Background: an optimization exercise with open tools, aiming at small area, a short achievable clock period and few clock cycles. Do not read the settings as production practice.
RTL that was checked went through simulation tests only; none was proved equivalent to the original.

Design rtc_fields_to_epoch_seconds_unit, start of the top module:
module rtc_fields_to_epoch_seconds_unit (
  input  logic      clk,
  input  logic      rst,
  input  logic      start,
  output logic      busy,
  input  rfes_pkg::rfes_in_t  fields,
  output logic      done,
  output rfes_pkg::rfes_out_t result,
  input  logic      cfg_write,
  input  logic      cfg_index,
  input  logic      cfg_data
);
  logic        bcd_mode;
  logic        twelve_hour_mode;
  always_ff @(posedge clk) begin
    if (rst) begin
      bcd_mode         <= 1'b1;
      twelve_hour_mode <= 1'b0;
    end else if (cfg_write) begin
      case (cfg_index)
        rfes_pkg::CFG_BCD_MODE:  bcd_mode         <= cfg_data;
        rfes_pkg::CFG_TWELVE_HR: twelve_hour_mode <= cfg_data;
        default:       bcd_mode         <= bcd_mode;
      endcase
    end
  end
  assign busy = 1'b0;
  logic [5:0]  sec6;
  logic [5:0]  min6;
  logic [4:0]  hv5;
  logic [4:0]  day5;
  logic [6:0]  yr7;
  logic [3:0]  mon4;
  logic [3:0]  h4;
  logic [4:0]  hr5;
  logic        leap;
  logic [3:0]  ml;
  logic [1:0]  fields_r;
  logic        err_sec, err_min, err_hr, err_day, err_mon, err_yr, err_all;
  logic t0;
  logic t1;
  logic t2;
  logic t3;
  logic t4;
  logic t5;
  logic t6;
  logic t7;
  logic t8;
  logic t9;
  logic t10;
  logic t11;
  logic t12;
  logic t13;
  logic t14;
  logic t15;
  logic t16;
  logic t17;
  logic t18;
  logic t19;
  logic t20;
  logic t21;
  logic t22;
  logic t23;
  logic t24;
  logic t25;
  logic t26;
  logic t27;
  logic t28;
  logic t29;
  logic t30;
  logic t31;
  logic t32;
  logic t33;
  logic t34;
  logic t35;
  ...
Settings: LEC_CHECK=0, CAP_MARGIN=20, CORE_MARGIN=2, CORE_UTILIZATION=45, CTS_BUF_LIST=sky130_fd_sc_hd__clkbuf_8, SETUP_SLACK_MARGIN=4.2, SLEW_MARGIN=20; clock period 8.0 ns.
standard.sh (not shown) runs the stock make flow with config.mk's settings and CLKGATE_MAP_FILE= SYNTH_SCRIPT=/design/flow/synth_recipe.tcl, a recipe that flattens the netlist after the stock synthesis.
==> flow/flow/run.sh <==
#!/bin/bash
# Standard layout, with the port buffers made of the smallest buffer cell and
# Yosys's generic fine-grained ABC pass skipped, so that the adders written as
# gates reach full-adder extraction as written.
set -euo pipefail
bash standard.sh SYNTH_ARGS=-noabc BUFFER_PORTS_ARGS="-buffer_cell sky130_fd_sc_hd__buf_1" finish > standard_flow.log 2>&1
Testbench counts at the start, summed over its fixed seeds: cycles 2,112.
==> next run, changes <==
- CORE_UTILIZATION: 45 -> 40
- SETUP_SLACK_MARGIN: 4.2 -> 4.0
Outcome:
- The new run went through all stages and came out clean
- clock skew barely changes
- wire length came out lower by 3.5%
- hold slack loses 6.1 ps

---

== wip/sierra ==
Another version of the RTL of rtc_fields_to_epoch_seconds_unit (not shown whole).
For scale: about 660 cells after synthesis, about 86 flip-flops.
Design rtc_fields_to_epoch_seconds_unit, start of the top module:
module rtc_fields_to_epoch_seconds_unit (
  input  logic      clk,
  input  logic      rst,
  input  logic      start,
  output logic      busy,
  input  rfes_pkg::rfes_in_t  fields,
  output logic      done,
  output rfes_pkg::rfes_out_t result,
  input  logic      cfg_write,
  input  logic      cfg_index,
  input  logic      cfg_data
);
  logic        bcd_mode;
  logic        twelve_hour_mode;
  always_ff @(posedge clk) begin
    if (rst) begin
      bcd_mode         <= 1'b1;
      twelve_hour_mode <= 1'b0;
    end else if (cfg_write) begin
      case (cfg_index)
        rfes_pkg::CFG_BCD_MODE:  bcd_mode         <= cfg_data;
        rfes_pkg::CFG_TWELVE_HR: twelve_hour_mode <= cfg_data;
        default:       bcd_mode         <= bcd_mode;
      endcase
    end
  end
  assign busy = 1'b0;
  logic [5:0]  sec6;
  logic [5:0]  min6;
  logic [4:0]  hv5;
  logic [4:0]  day5;
  logic [6:0]  yr7;
  logic [3:0]  mon4;
  logic [3:0]  h4;
  logic [4:0]  hr5;
  logic        leap;
  logic [3:0]  ml;
  logic [1:0]  fields_r;
  logic        err_sec, err_min, err_hr, err_day, err_mon, err_yr, err_all;
  logic t0;
  logic t1;
  logic t2;
  logic t3;
  logic t4;
  logic t5;
  logic t6;
  logic t7;
  logic t8;
  logic t9;
  logic t10;
  logic t11;
  logic t12;
  logic t13;
  logic t14;
  logic t15;
  logic t16;
  logic t17;
  logic t18;
  logic t19;
  logic t20;
  logic t21;
  logic t22;
  logic t23;
  logic t24;
  logic t25;
  logic t26;
  logic t27;
  logic t28;
  logic t29;
  logic t30;
  logic t31;
  logic t32;
  logic t33;
  logic t34;
  logic t35;
  logic t36;
  logic t37;
  logic t38;
  logic t39;
  logic t40;
  logic t41;
  logic t42;
  logic t43;
  logic t44;
  logic t45;
  logic t46;
  logic t47;
  ...
Settings: LEC_CHECK=0, CAP_MARGIN=20, CORE_MARGIN=2, CORE_UTILIZATION=40, CTS_BUF_LIST=sky130_fd_sc_hd__clkbuf_8, SETUP_SLACK_MARGIN=4.0, SLEW_MARGIN=20; clock period 8.0 ns.
Scripts as last shown in full above: flow/flow/run.sh
Edits applied to the flow inputs when going from wip/sierra to wip/tundra:
- changing SETUP_SLACK_MARGIN from 4.0 to 3.5
Findings:
wip/tundra | stages: all done | timing, DRC, antenna: all pass. Changes observed in wip/tundra relative to wip/sierra: final area shows a reduction of about 3.4%, global-route usage shows a reduction of 0.85 points, final setup skew shows no meaningful change, wire length reported by the detailed router shows a reduction of 630 µm, portion of the clock cycle consumed by the worst path in the final layout shows an increase of 1.2 points.
No functional check of the RTL was part of any run of this note.

---

== v8 ==
rtc_fields_to_epoch_seconds_unit, a different RTL version from the one above (not shown whole).
Size in the first run: roughly 140 flip-flops, roughly 89 I/O pins, ~7600 um2 of cells after synthesis.
Design rtc_fields_to_epoch_seconds_unit, start of the top module:
module rtc_fields_to_epoch_seconds_unit (
  input  logic      clk,
  input  logic      rst,
  input  logic      start,
  output logic      busy,
  input  rfes_pkg::rfes_in_t  fields,
  output logic      done,
  output rfes_pkg::rfes_out_t result,
  input  logic      cfg_write,
  input  logic      cfg_index,
  input  logic      cfg_data
);
  logic        bcd_mode;
  logic        twelve_hour_mode;
  always_ff @(posedge clk) begin
    if (rst) begin
      bcd_mode         <= 1'b1;
      twelve_hour_mode <= 1'b0;
    end else if (cfg_write) begin
      case (cfg_index)
        rfes_pkg::CFG_BCD_MODE:  bcd_mode         <= cfg_data;
        rfes_pkg::CFG_TWELVE_HR: twelve_hour_mode <= cfg_data;
        default:       bcd_mode         <= bcd_mode;
      endcase
    end
  end
  assign busy = 1'b0;
  logic [5:0]  sec6;
  logic [5:0]  min6;
  logic [4:0]  hv5;
  logic [4:0]  day5;
  logic [6:0]  yr7;
  logic [3:0]  mon4;
  logic [3:0]  h4;
  logic [4:0]  hr5;
  logic        leap;
  logic [3:0]  ml;
  logic [1:0]  fields_r;
  logic        err_sec, err_min, err_hr, err_day, err_mon, err_yr, err_all;
  logic t0;
  logic t1;
  logic t2;
  logic t3;
  logic t4;
  logic t5;
  logic t6;
  logic t7;
  logic t8;
  logic t9;
  logic t10;
  logic t11;
  logic t12;
  logic t13;
  logic t14;
  logic t15;
  logic t16;
  logic t17;
  logic t18;
  logic t19;
  logic t20;
  ...
Settings: LEC_CHECK=0, CAP_MARGIN=20, CORE_MARGIN=2, CORE_UTILIZATION=40, CTS_BUF_LIST=sky130_fd_sc_hd__clkbuf_16, SETUP_SLACK_MARGIN=5.0, SLEW_MARGIN=20; clock period 8.0 ns.
Scripts as last shown in full above: flow/flow/run.sh
Testbench counts of v8, summed over its fixed seeds: cycles 2,144.
Inputs modified between v8 and v41:
Settings: swapping sky130_fd_sc_hd__clkbuf_16 for sky130_fd_sc_hd__clkbuf_4 sky130_fd_sc_hd__clkbuf_8 in CTS_BUF_LIST.
==> notes.md <==
From v8 to v41 the numbers moved as follows: routing usage on met1 went down 0.28 points, worst hold slack went up.
--- input diff v41..v19 ---
Settings: clearing SETUP_SLACK_MARGIN, which used to be 5.0; swapping sky130_fd_sc_hd__clkbuf_4 sky130_fd_sc_hd__clkbuf_8 for sky130_fd_sc_hd__clkbuf_8 in CTS_BUF_LIST.
==> flow/flow/run.sh <==
#!/bin/bash
# Standard layout, with the port buffers made of the smallest buffer cell,
# Yosys's generic fine-grained ABC pass skipped (so that the adders written as
# gates reach full-adder extraction as written), and timing repair aiming
# 5.5 ns above the required setup slack.
set -euo pipefail
bash standard.sh SYNTH_ARGS=-noabc BUFFER_PORTS_ARGS="-buffer_cell sky130_fd_sc_hd__buf_1" SETUP_SLACK_MARGIN=5.5 finish > standard_flow.log 2>&1
Results
- v19 went all the way through synthesis, placement and routing and the layout is clean on timing, DRC and antenna.
- Summary: with v41 as the reference, sum of met3 wire segment lengths after detailed routing in v19 moved down by a little under 10%.
- The number of inserted filler cells in the final layout in v19 was lower than what v41 gave.
- Of v41 and v19, the lower final design utilization belongs to v41.
- The routed wire length of v19 exceeds that of v41 by about 7.5%.
- Relative to v41, v19 improves top achievable clock speed.
- v19 vs v41, worst-path cell with the longest stage delay: sky130_fd_sc_hd__fa_2 vs sky130_fd_sc_hd__dfxtp_1
[inputs] v49 vs v19
Settings: CORE_UTILIZATION changed from 40 to 50; SETUP_SLACK_MARGIN newly set to 5.0.
==> flow/flow/run.sh <==
#!/bin/bash
# Standard layout, with the port buffers made of the smallest buffer cell and
# Yosys's generic fine-grained ABC pass skipped, so that the adders written as
# gates reach full-adder extraction as written.
set -euo pipefail
bash standard.sh SYNTH_ARGS=-noabc BUFFER_PORTS_ARGS="-buffer_cell sky130_fd_sc_hd__buf_1" finish > standard_flow.log 2>&1
### Flow results
Count of placed standard cells in the final layout, fillers left out | v49 below v19
Compared with v19, in v49 via count lower; synthesis-to-layout area growth lower.
Looking only at final worst-path cycle share, and setting everything else aside, the higher value of v19 and v49 goes to v49.
For v49, the type of the worst setup path was register to register, unlike v19, where it was input port to register.
Lower final weighted congestion of routability-driven global placement was reported by v19, not v49.
v49: critical path depth 1 below v19
Detailed placer's ending HPWL: v49 worse than v19
Between v49 and v19, the synthesized instance count does not differ in any meaningful way.
--- input diff v49..v22 ---
Settings: CORE_UTILIZATION: 50 -> 40.
Findings:
- No stage failed in v22, and the final checks on the layout all came back clean.
- Required time at the endpoint of the critical path essentially unchanged between v22 and v49.
- v22 ends up with a shortest clock period the worst path allows after layout that is 0.057 ns lower than in v49.
- Summary of v22 over v49: fraction of area in registers shrank by 0.28 points.

## re-timing with driven ports
No port has a modelled driver above. Below, the same layouts with a new extraction and two added sets of constraints. Step 1 assumes that a clkbuf_16 drives the clock port and a buf_2 every other input. Step 2 times the ports against the registers' clock, not the clock port: input delays grow and output delays shrink by t, the midpoint of the rising clock arrivals with the driver on. Three values: ideal ports, drivers, drivers and shift; two values: the first two.
run | t, ns | setup slack, ns | worst hold slack (ns) | worst data-port slew with drivers (ns)
the first run of note 1 | 0.405 | 4.248 / 4.210 / 4.347 | 0.337 / 0.337 / 0.337 | 0.04
the second run of note 1 | 0.408 | 4.173 / 4.138 / 4.241 | 0.331 / 0.331 / 0.331 | 0.04
wip/sierra | 0.403 | 3.711 / 3.672 / 4.046 | 0.333 / 0.333 / 0.333 | 0.04
wip/tundra | 0.399 | 3.616 / 3.583 / 3.797 | 0.335 / 0.335 / 0.335 | 0.03
v8 | 0.453 | 5.180 / 5.181 / 4.748 | 0.325 / 0.325 / 0.325 | 0.04
v41 | 0.476 | 5.182 / 5.182 / 4.750 | 0.330 / 0.330 / 0.330 | 0.05
v19 | 0.487 | 5.326 / 5.322 / 4.834 | 0.332 / 0.332 / 0.332 | 0.05
v49 | 0.471 | 5.128 / 5.128 / 4.757 | 0.332 / 0.332 / 0.332 | 0.03
v22 | 0.474 | 5.185 / 5.185 / 4.750 | 0.330 / 0.330 / 0.330 | 0.04
After both steps every run listed still meets setup and hold. For v19, which loses most, drivers alone change the setup slack by -0.004 ns; drivers and shift together by -0.492 ns.
